What follows belongs to an exercise in optimizing a design on an open flow for small area; a production flow would make more cautious choices. Where RTL was checked, it was by simulation tests only, not by an equivalence proof against the original. Power figures rest on the tool's default switching activity, not on a simulated workload. The flow treats the clock pin as an ideal source, which a real chip does not have.

Design tile_pixel_encoder, start of the top module:
module tile_pixel_encoder #(
    parameter int TILE_W = 20,
    parameter int TILE_H = 20,
    parameter int DEPTH  = TILE_W * TILE_H,
    parameter int ADDR_W = 9,
    parameter int IDX_W  = 4
) (
    input  logic              Clk,
    input  logic              Reset,
    input  logic              start,
    input  logic              pix_valid,
    input  logic [23:0]       pix_color,
    output logic              pix_ready,
    input  logic [ADDR_W-1:0] read_address,
    output logic [IDX_W-1:0]  output_index,
    output logic              busy,
    output logic              done,
    output logic              err,
    output logic [ADDR_W-1:0] err_addr
);
Size: ~1400 flip-flops, roughly 54 I/O pins, roughly 0.041 mm² of cells after synthesis.
==> flow/config.mk <==
export PLATFORM = sky130hd
export DESIGN_NAME = tile_pixel_encoder
export DESIGN_NICKNAME = tile_pixel_encoder
export VERILOG_FILES = /design/flow/design.v
export SDC_FILE = /design/flow/constraint.sdc
export NUM_CORES = 4
export LEC_CHECK = 0
export CAP_MARGIN = 0
export CORE_MARGIN = 2
export CORE_UTILIZATION = 70
export CTS_BUF_LIST = sky130_fd_sc_hd__clkbuf_16
export CTS_CLUSTER_DIAMETER = 90
export CTS_CLUSTER_SIZE = 32
export SETUP_SLACK_MARGIN = 0.1
export SLEW_MARGIN = 0
export SYNTH_HIERARCHICAL = 1
export SYNTH_MINIMUM_KEEP_SIZE = 0
==> flow/constraint.sdc <==
create_clock -name core_clock -period 5.0 [get_ports {Clk}]
set_input_delay 1.0000 -clock core_clock [delete_from_list [all_inputs] [get_ports {Clk}]]
set_output_delay 1.0000 -clock core_clock [all_outputs]
set_load 0.01 [all_outputs]
standard.sh (not shown) runs the stock make flow with config.mk's settings and CLKGATE_MAP_FILE= SYNTH_SCRIPT=/design/flow/synth_recipe.tcl, a recipe that flattens the netlist after the stock synthesis.
==> flow/flow/run.sh <==
#!/bin/bash
# Standard layout, with plain buffers on the ports and no dummy clock loads.
set -euo pipefail
export BUFFER_PORTS_ARGS="-buffer_cell sky130_fd_sc_hd__buf_1"
export CTS_ARGS="-sink_clustering_enable -repair_clock_nets -dont_use_dummy_load -sink_clustering_size 32 -sink_clustering_max_diameter 90 -buf_list sky130_fd_sc_hd__clkbuf_16"
bash standard.sh > standard.log 2>&1
Edit:
--- a/flow/design.v
+++ b/flow/design.v
@@ -18,15 +18,14 @@
     output logic              err,
     output logic [ADDR_W-1:0] err_addr
 );
     typedef enum logic [1:0] {ST_IDLE, ST_LOAD, ST_DONE} state_t;
     localparam int                NUM_PAL = 9;
     localparam int                NWORDS  = DEPTH / 4;
-    localparam int                NGRP3   = 32;   
-    localparam int                NGRP2   = 2;    
-    localparam int                NGRP    = NGRP3 + NGRP2;
+    localparam int                NGRP3   = 33;   
+    localparam int                NGRP    = NGRP3 + 1;    
     localparam logic [ADDR_W-1:0] LAST    = ADDR_W'(DEPTH - 1);
     localparam logic [24*NUM_PAL-1:0] PAL = {
         24'hE33F00, 24'h756C5F, 24'hAB3A00, 24'hE6570C, 24'hFFC89C,
         24'hFFFFEF, 24'h0A0000, 24'h888173, 24'h800080
     };
     function automatic logic [12:0] enc(input logic [3:0] d0, input logic [3:0] d1,
@@ -218,19 +217,13 @@
         tpe_aoi3 u_aoi (
             .a(r_ring[3*g]), .b(r_ring[3*g+1]), .c(r_ring[3*g+2]),
             .sa(w_rsel[3*g]), .sb(w_rsel[3*g+1]), .sc(w_rsel[3*g+2]),
             .y_n(w_grp_n[13*g +: 13])
         );
     end
-    for (genvar g = 0; g < NGRP2; g++) begin : g_grp2
-        tpe_aoi2 u_aoi (
-            .a(r_ring[3*NGRP3+2*g]), .b(r_ring[3*NGRP3+2*g+1]),
-            .sa(w_rsel[3*NGRP3+2*g]), .sb(w_rsel[3*NGRP3+2*g+1]),
-            .y_n(w_grp_n[13*(NGRP3+g) +: 13])
-        );
-    end
+    tpe_nand1 u_last (.a(r_ring[3*NGRP3]), .sa(w_rsel[3*NGRP3]), .y_n(w_grp_n[13*NGRP3 +: 13]));
     tpe_nand_tree #(.N(NGRP)) u_tree (.x_n(w_grp_n), .y(w_rword));
     logic        w_hit;
     logic [3:0]  w_sidx;
     logic [12:0] w_sword;
     assign w_hit  = (read_address[ADDR_W-1:2] == r_addr[ADDR_W-1:2]) && (read_address[1:0] < r_addr[1:0]);
     logic [1:0]  w_phit;
@@ -276,20 +269,18 @@
     input  logic        sb,
     input  logic        sc,
     output logic [12:0] y_n
 );
     assign y_n = ~(({13{sa}} & a) | ({13{sb}} & b) | ({13{sc}} & c));
 endmodule
-module tpe_aoi2 (
+module tpe_nand1 (
     input  logic [12:0] a,
-    input  logic [12:0] b,
     input  logic        sa,
-    input  logic        sb,
     output logic [12:0] y_n
 );
-    assign y_n = ~(({13{sa}} & a) | ({13{sb}} & b));
+    assign y_n = ~({13{sa}} & a);
 endmodule
 module tpe_nand_tree #(
     parameter int N = 34
 ) (
     input  logic [13*N-1:0] x_n,
     output logic [12:0] y
@@ -335,13 +326,24 @@
     input  logic        we,
     input  logic        keep,
     input  logic [12:0] wdata,
     input  logic [12:0] q,
     output logic [12:0] d
 );
-    assign d = ({13{we}} & wdata) | ({13{keep}} & q);
+    for (genvar i = 0; i < 13; i++) begin : g_bit
+        tpe_ao22 u_b (.we(we), .keep(keep), .wdata(wdata[i]), .q(q[i]), .d(d[i]));
+    end
+endmodule
+module tpe_ao22 (
+    input  logic we,
+    input  logic keep,
+    input  logic wdata,
+    input  logic q,
+    output logic d
+);
+    assign d = (we & wdata) | (keep & q);
 endmodule
 module tpe_xor (
     input  logic a,
     input  logic b,
     output logic y
 );
The changed run ran to the end with no violations.
Core utilization is higher by 0.66 points.
Area after synthesis is lower by about 1%.
Die area is lower by about 1%.
Critical path depth stays the same.
Routed wire length is higher by 5.1%.
Count of clock-buffer cells in the layout is higher by 1.
Sequential share of layout area is lower by 0.34 points.
First-iteration DRC count is higher by about 4.3%.
Global-route usage is higher by 1.7 points.
Via count is higher by 2.4%.

========
The RTL this note starts from:
==> flow/design.v <==
module tile_pixel_encoder #(
    parameter int TILE_W = 20,
    parameter int TILE_H = 20,
    parameter int DEPTH  = TILE_W * TILE_H,
    parameter int ADDR_W = 9,
    parameter int IDX_W  = 4
) (
    input  logic              Clk,
    input  logic              Reset,
    input  logic              start,
    input  logic              pix_valid,
    input  logic [23:0]       pix_color,
    output logic              pix_ready,
    input  logic [ADDR_W-1:0] read_address,
    output logic [IDX_W-1:0]  output_index,
    output logic              busy,
    output logic              done,
    output logic              err,
    output logic [ADDR_W-1:0] err_addr
);
    typedef enum logic [1:0] {ST_IDLE, ST_LOAD, ST_DONE} state_t;
    localparam int                NUM_PAL = 9;
    localparam int                NWORDS  = DEPTH / 4;
    localparam int                NGRP3   = 32;   
    localparam int                NGRP2   = 2;    
    localparam int                NGRP    = NGRP3 + NGRP2;
    localparam logic [ADDR_W-1:0] LAST    = ADDR_W'(DEPTH - 1);
    localparam logic [24*NUM_PAL-1:0] PAL = {
        24'hE33F00, 24'h756C5F, 24'hAB3A00, 24'hE6570C, 24'hFFC89C,
        24'hFFFFEF, 24'h0A0000, 24'h888173, 24'h800080
    };
    function automatic logic [12:0] enc(input logic [3:0] d0, input logic [3:0] d1,
                                        input logic [3:0] d2, input logic [3:0] d3);
        case ({d3[3], d2[3], d1[3], d0[3]})
            4'b0000: enc = {1'b0, d3[2:0], d2[2:0], d1[2:0], d0[2:0]};
            4'b0001: enc = {4'b1000, d3[2:0], d2[2:0], d1[2:0]};
            4'b0010: enc = {4'b1001, d3[2:0], d2[2:0], d0[2:0]};
            4'b0100: enc = {4'b1010, d3[2:0], d1[2:0], d0[2:0]};
            4'b1000: enc = {4'b1011, d2[2:0], d1[2:0], d0[2:0]};
            4'b0011: enc = {7'b1100011, d3[2:0], d2[2:0]};
            4'b0101: enc = {7'b1100101, d3[2:0], d1[2:0]};
            4'b1001: enc = {7'b1101001, d2[2:0], d1[2:0]};
            4'b0110: enc = {7'b1100110, d3[2:0], d0[2:0]};
            4'b1010: enc = {7'b1101010, d2[2:0], d0[2:0]};
            4'b1100: enc = {7'b1101100, d1[2:0], d0[2:0]};
            4'b0111: enc = {7'b1100111, 3'b000, d3[2:0]};
            4'b1011: enc = {7'b1101011, 3'b000, d2[2:0]};
            4'b1101: enc = {7'b1101101, 3'b000, d1[2:0]};
            4'b1110: enc = {7'b1101110, 3'b000, d0[2:0]};
            default: enc = {7'b1101111, 6'b000000};
        endcase
    endfunction
    function automatic logic [3:0] dec(input logic [12:0] w, input logic [1:0] p);
        logic [2:0] s0, s1, s2, s3;
        logic       e;    
        logic [2:0] v;    
        s0 = w[2:0]; s1 = w[5:3]; s2 = w[8:6]; s3 = w[11:9];
        e = 1'b0;
        v = s0;
        if (!w[12]) begin
            case (p)
                2'd0: v = s0;
                2'd1: v = s1;
                2'd2: v = s2;
                default: v = s3;
            endcase
        end else if (!w[11]) begin
            e = (w[10:9] == p);
            case (p)
                2'd0: v = s0;
                2'd1: v = w[10:9] == 2'd0 ? s0 : s1;
                2'd2: v = (w[10:9] == 2'd0 || w[10:9] == 2'd1) ? s1 : s2;
                default: v = s2;
            endcase
        end else begin
            e = w[6 + p];
            case (p)
                2'd0: v = s0;
                2'd1: v = !w[6] ? s1 : s0;
                2'd2: v = (!w[6] || !w[7]) ? s1 : s0;
                default: v = (!w[6] || !w[7] || !w[8]) ? s1 : s0;
            endcase
        end
        dec = e ? 4'd8 : {1'b0, v};
    endfunction
    state_t            r_state;
    logic [ADDR_W-1:0] r_addr;
    logic [IDX_W-1:0]  r_out;    
    logic [12:0]       r_mem [0:NWORDS-1];
    logic [IDX_W-1:0]  r_stage [0:3];
    logic              r_wpend;    
    logic [6:0]        w_pword;    
    logic              w_xfer;
    logic [IDX_W-1:0]  w_idx;
    assign w_xfer       = (r_state == ST_LOAD) && pix_valid;
    assign pix_ready    = (r_state == ST_LOAD);
    assign busy         = (r_state == ST_LOAD);
    assign done         = (r_state == ST_DONE);
    assign output_index = r_out;
    logic              w_miss;
    logic              r_err;
    logic [ADDR_W-1:0] r_err_addr;
    always_comb begin
        w_idx  = '0;
        w_miss = 1'b1;
        for (int i = NUM_PAL - 1; i >= 0; i--) begin
            if (pix_color == PAL[24*i +: 24]) begin
                w_idx  = IDX_W'(i);
                w_miss = 1'b0;
            end
        end
    end
    always_ff @(posedge Clk) begin
        if (Reset) begin
            r_err      <= 1'b0;
            r_err_addr <= '0;
        end else if ((r_state != ST_LOAD) && start) begin
            r_err      <= 1'b0;
            r_err_addr <= '0;
        end else if (w_xfer && w_miss && !r_err) begin
            r_err      <= 1'b1;
            r_err_addr <= r_addr;
        end
    end
    assign err      = r_err;
    assign err_addr = r_err_addr;
    always_ff @(posedge Clk) begin
        if (Reset) begin
            r_state <= ST_IDLE;
            r_addr  <= '0;
        end else begin
            case (r_state)
                ST_IDLE, ST_DONE: begin
                    if (start) begin
                        r_state <= ST_LOAD;
                        r_addr  <= '0;
                    end
                end
                ST_LOAD: begin
                    if (w_xfer) begin
                        if (r_addr == LAST) begin
                            r_state <= ST_DONE;
                            r_addr  <= '0;
                        end else begin
                            r_addr <= r_addr + ADDR_W'(1);
                        end
                    end
                end
                default: begin
                    r_state <= ST_IDLE;
                    r_addr  <= '0;
                end
            endcase
        end
    end
    always_ff @(posedge Clk) begin
        if (!Reset && w_xfer)
            r_stage[r_addr[1:0]] <= w_idx;
    end
    always_ff @(posedge Clk) begin
        r_wpend <= !Reset && w_xfer && (r_addr[1:0] == 2'd3);
    end
    assign w_pword = (r_addr[ADDR_W-1:2] == 7'd0) ? 7'(NWORDS - 1) : r_addr[ADDR_W-1:2] - 7'd1;
    always_ff @(posedge Clk) begin
        if (r_wpend)
            r_mem[w_pword] <= enc(r_stage[0], r_stage[1], r_stage[2], r_stage[3]);
    end
    logic [NWORDS-1:0] w_rsel;
    logic [13*NGRP-1:0] w_grp_n;
    logic [12:0]       w_rword;
    tpe_rd_decode u_rdec (.a(read_address[ADDR_W-1:2]), .sel(w_rsel));
    for (genvar g = 0; g < NGRP3; g++) begin : g_grp3
        tpe_aoi3 u_aoi (
            .a(r_mem[3*g]), .b(r_mem[3*g+1]), .c(r_mem[3*g+2]),
            .sa(w_rsel[3*g]), .sb(w_rsel[3*g+1]), .sc(w_rsel[3*g+2]),
            .y_n(w_grp_n[13*g +: 13])
        );
    end
    for (genvar g = 0; g < NGRP2; g++) begin : g_grp2
        tpe_aoi2 u_aoi (
            .a(r_mem[3*NGRP3+2*g]), .b(r_mem[3*NGRP3+2*g+1]),
            .sa(w_rsel[3*NGRP3+2*g]), .sb(w_rsel[3*NGRP3+2*g+1]),
            .y_n(w_grp_n[13*(NGRP3+g) +: 13])
        );
    end
    tpe_nand_tree #(.N(NGRP)) u_tree (.x_n(w_grp_n), .y(w_rword));
    logic        w_hit;
    logic [3:0]  w_sidx;
    logic [12:0] w_sword;
    assign w_hit  = ((read_address[ADDR_W-1:2] == r_addr[ADDR_W-1:2]) && (read_address[1:0] < r_addr[1:0])) ||
                    (r_wpend && (read_address[ADDR_W-1:2] == w_pword));
    assign w_sidx = r_stage[read_address[1:0]];
    always_comb begin
        if (w_sidx[3]) w_sword = {2'b10, read_address[1:0], 9'b0};
        else           w_sword = 13'({w_sidx[2:0]} << (3 * read_address[1:0]));
    end
    logic [12:0] r_rword;
    logic [1:0]  r_rpos;
    always_ff @(posedge Clk) begin
        if (Reset)      r_rword <= '0;
        else if (w_hit) r_rword <= w_sword;
        else            r_rword <= w_rword;
    end
    always_ff @(posedge Clk) begin
        r_rpos <= read_address[1:0];
    end
    assign r_out = dec(r_rword, r_rpos);
endmodule
module tpe_rd_decode (
    input  logic [6:0]  a,
    output logic [99:0] sel
);
    always_comb
        for (int i = 0; i < 100; i++)
            sel[i] = (a == 7'(i));
endmodule
module tpe_aoi3 (
    input  logic [12:0] a,
    input  logic [12:0] b,
    input  logic [12:0] c,
    input  logic        sa,
    input  logic        sb,
    input  logic        sc,
    output logic [12:0] y_n
);
    assign y_n = ~(({13{sa}} & a) | ({13{sb}} & b) | ({13{sc}} & c));
endmodule
module tpe_aoi2 (
    input  logic [12:0] a,
    input  logic [12:0] b,
    input  logic        sa,
    input  logic        sb,
    output logic [12:0] y_n
);
    assign y_n = ~(({13{sa}} & a) | ({13{sb}} & b));
endmodule
module tpe_nand_tree #(
    parameter int N = 34
) (
    input  logic [13*N-1:0] x_n,
    output logic [12:0] y
);
    always_comb begin
        y = '0;
        for (int i = 0; i < N; i++)
            y = y | ~x_n[13*i +: 13];
    end
endmodule
==> flow/config.mk <==
export PLATFORM = sky130hd
export DESIGN_NAME = tile_pixel_encoder
export DESIGN_NICKNAME = tile_pixel_encoder
export VERILOG_FILES = /design/flow/design.v
export SDC_FILE = /design/flow/constraint.sdc
export NUM_CORES = 4
export LEC_CHECK = 0
export CAP_MARGIN = 20
export CORE_MARGIN = 2
export CORE_UTILIZATION = 50
export CTS_BUF_LIST = sky130_fd_sc_hd__clkbuf_16
export CTS_CLUSTER_DIAMETER = 60
export CTS_CLUSTER_SIZE = 24
export SLEW_MARGIN = 20
export SYNTH_HIERARCHICAL = 1
export SYNTH_MINIMUM_KEEP_SIZE = 0
==> flow/constraint.sdc <==
create_clock -name core_clock -period 5.0 [get_ports {Clk}]
set_input_delay 1.0000 -clock core_clock [delete_from_list [all_inputs] [get_ports {Clk}]]
set_output_delay 1.0000 -clock core_clock [all_outputs]
set_load 0.01 [all_outputs]
==> flow/flow/run.sh <==
#!/bin/bash
# Standard layout, with plain buffers on the ports and no dummy clock loads.
set -euo pipefail
export BUFFER_PORTS_ARGS="-buffer_cell sky130_fd_sc_hd__buf_2"
export CTS_ARGS="-sink_clustering_enable -repair_clock_nets -dont_use_dummy_load -sink_clustering_size 24 -sink_clustering_max_diameter 60 -buf_list sky130_fd_sc_hd__clkbuf_16"
bash standard.sh > standard.log 2>&1
Rerun with:
--- a/flow/design.v
+++ b/flow/design.v
@@ -84,15 +84,13 @@
         dec = e ? 4'd8 : {1'b0, v};
     endfunction
     state_t            r_state;
     logic [ADDR_W-1:0] r_addr;
     logic [IDX_W-1:0]  r_out;    
     logic [12:0]       r_mem [0:NWORDS-1];
-    logic [IDX_W-1:0]  r_stage [0:3];
-    logic              r_wpend;    
-    logic [6:0]        w_pword;    
+    logic [IDX_W-1:0]  r_stage [0:2];
     logic              w_xfer;
     logic [IDX_W-1:0]  w_idx;
     assign w_xfer       = (r_state == ST_LOAD) && pix_valid;
     assign pix_ready    = (r_state == ST_LOAD);
     assign busy         = (r_state == ST_LOAD);
     assign done         = (r_state == ST_DONE);
@@ -151,22 +149,18 @@
                     r_addr  <= '0;
                 end
             endcase
         end
     end
     always_ff @(posedge Clk) begin
-        if (!Reset && w_xfer)
-            r_stage[r_addr[1:0]] <= w_idx;
-    end
-    always_ff @(posedge Clk) begin
-        r_wpend <= !Reset && w_xfer && (r_addr[1:0] == 2'd3);
-    end
-    assign w_pword = (r_addr[ADDR_W-1:2] == 7'd0) ? 7'(NWORDS - 1) : r_addr[ADDR_W-1:2] - 7'd1;
-    always_ff @(posedge Clk) begin
-        if (r_wpend)
-            r_mem[w_pword] <= enc(r_stage[0], r_stage[1], r_stage[2], r_stage[3]);
+        if (!Reset && w_xfer) begin
+            if (r_addr[1:0] == 2'd3)
+                r_mem[r_addr[ADDR_W-1:2]] <= enc(r_stage[0], r_stage[1], r_stage[2], w_idx);
+            else
+                r_stage[r_addr[1:0]] <= w_idx;
+        end
     end
     logic [NWORDS-1:0] w_rsel;
     logic [13*NGRP-1:0] w_grp_n;
     logic [12:0]       w_rword;
     tpe_rd_decode u_rdec (.a(read_address[ADDR_W-1:2]), .sel(w_rsel));
     for (genvar g = 0; g < NGRP3; g++) begin : g_grp3
@@ -184,14 +178,13 @@
         );
     end
     tpe_nand_tree #(.N(NGRP)) u_tree (.x_n(w_grp_n), .y(w_rword));
     logic        w_hit;
     logic [3:0]  w_sidx;
     logic [12:0] w_sword;
-    assign w_hit  = ((read_address[ADDR_W-1:2] == r_addr[ADDR_W-1:2]) && (read_address[1:0] < r_addr[1:0])) ||
-                    (r_wpend && (read_address[ADDR_W-1:2] == w_pword));
+    assign w_hit  = (read_address[ADDR_W-1:2] == r_addr[ADDR_W-1:2]) && (read_address[1:0] < r_addr[1:0]);
     assign w_sidx = r_stage[read_address[1:0]];
     always_comb begin
         if (w_sidx[3]) w_sword = {2'b10, read_address[1:0], 9'b0};
         else           w_sword = 13'({w_sidx[2:0]} << (3 * read_address[1:0]));
     end
     logic [12:0] r_rword;
Outcome: The changed run finished with timing, DRC and antenna clean. Power climbs by 1.0%. Via count drops by 1.3%. Worst hold slack is worse by 0.032 ns. Fmax climbs by 6.3%. Clock-buffer cell count climbs by 4. Setup slack is better by 0.26 ns. Final area is about the same. Die area drops by 0.48%. Final cell count barely changes. Wire length is about the same. Sequential share of layout area drops by 0.16 points. Global-route usage climbs by 0.19 points. Sequential power stays flat. Sequential cell count drops by 1.
Function not checked in the second run of this note: the RTL went through the layout flow alone.

## re-timing with driven ports
Ports are ideal in the flow. The routed layouts listed here were re-timed in OpenROAD. Step 1: set_driving_cell puts a clkbuf_16 on Clk and a buf_2 on each other input, an assumption about the parent block. Step 2, shift: input delay + t, output delay - t, t = (earliest + latest rising clock arrival at the registers) / 2. This alone moves slack from input paths to output paths. Slacks: no drivers / after step 1 / after step 2; pairs: no drivers / after step 1.
run	shift t [ns]	setup slack, ns	worst setup path at the end
the first run of note 1	0.687	0.299 / 0.332 / -0.355	input to register
the second run of note 1	0.693	0.336 / 0.372 / -0.321	input to register
the first run of note 2	0.720	0.651 / 0.651 / 0.060	input to register
the second run of note 2	0.731	0.910 / 0.896 / 0.165	input to register
Met with ideal ports but missed after step 2: setup timing in the first run of note 1 and the second run of note 1. The setup slack of the second run of note 2, which loses most, moves by -0.014 ns with the drivers and by -0.745 ns with both steps.
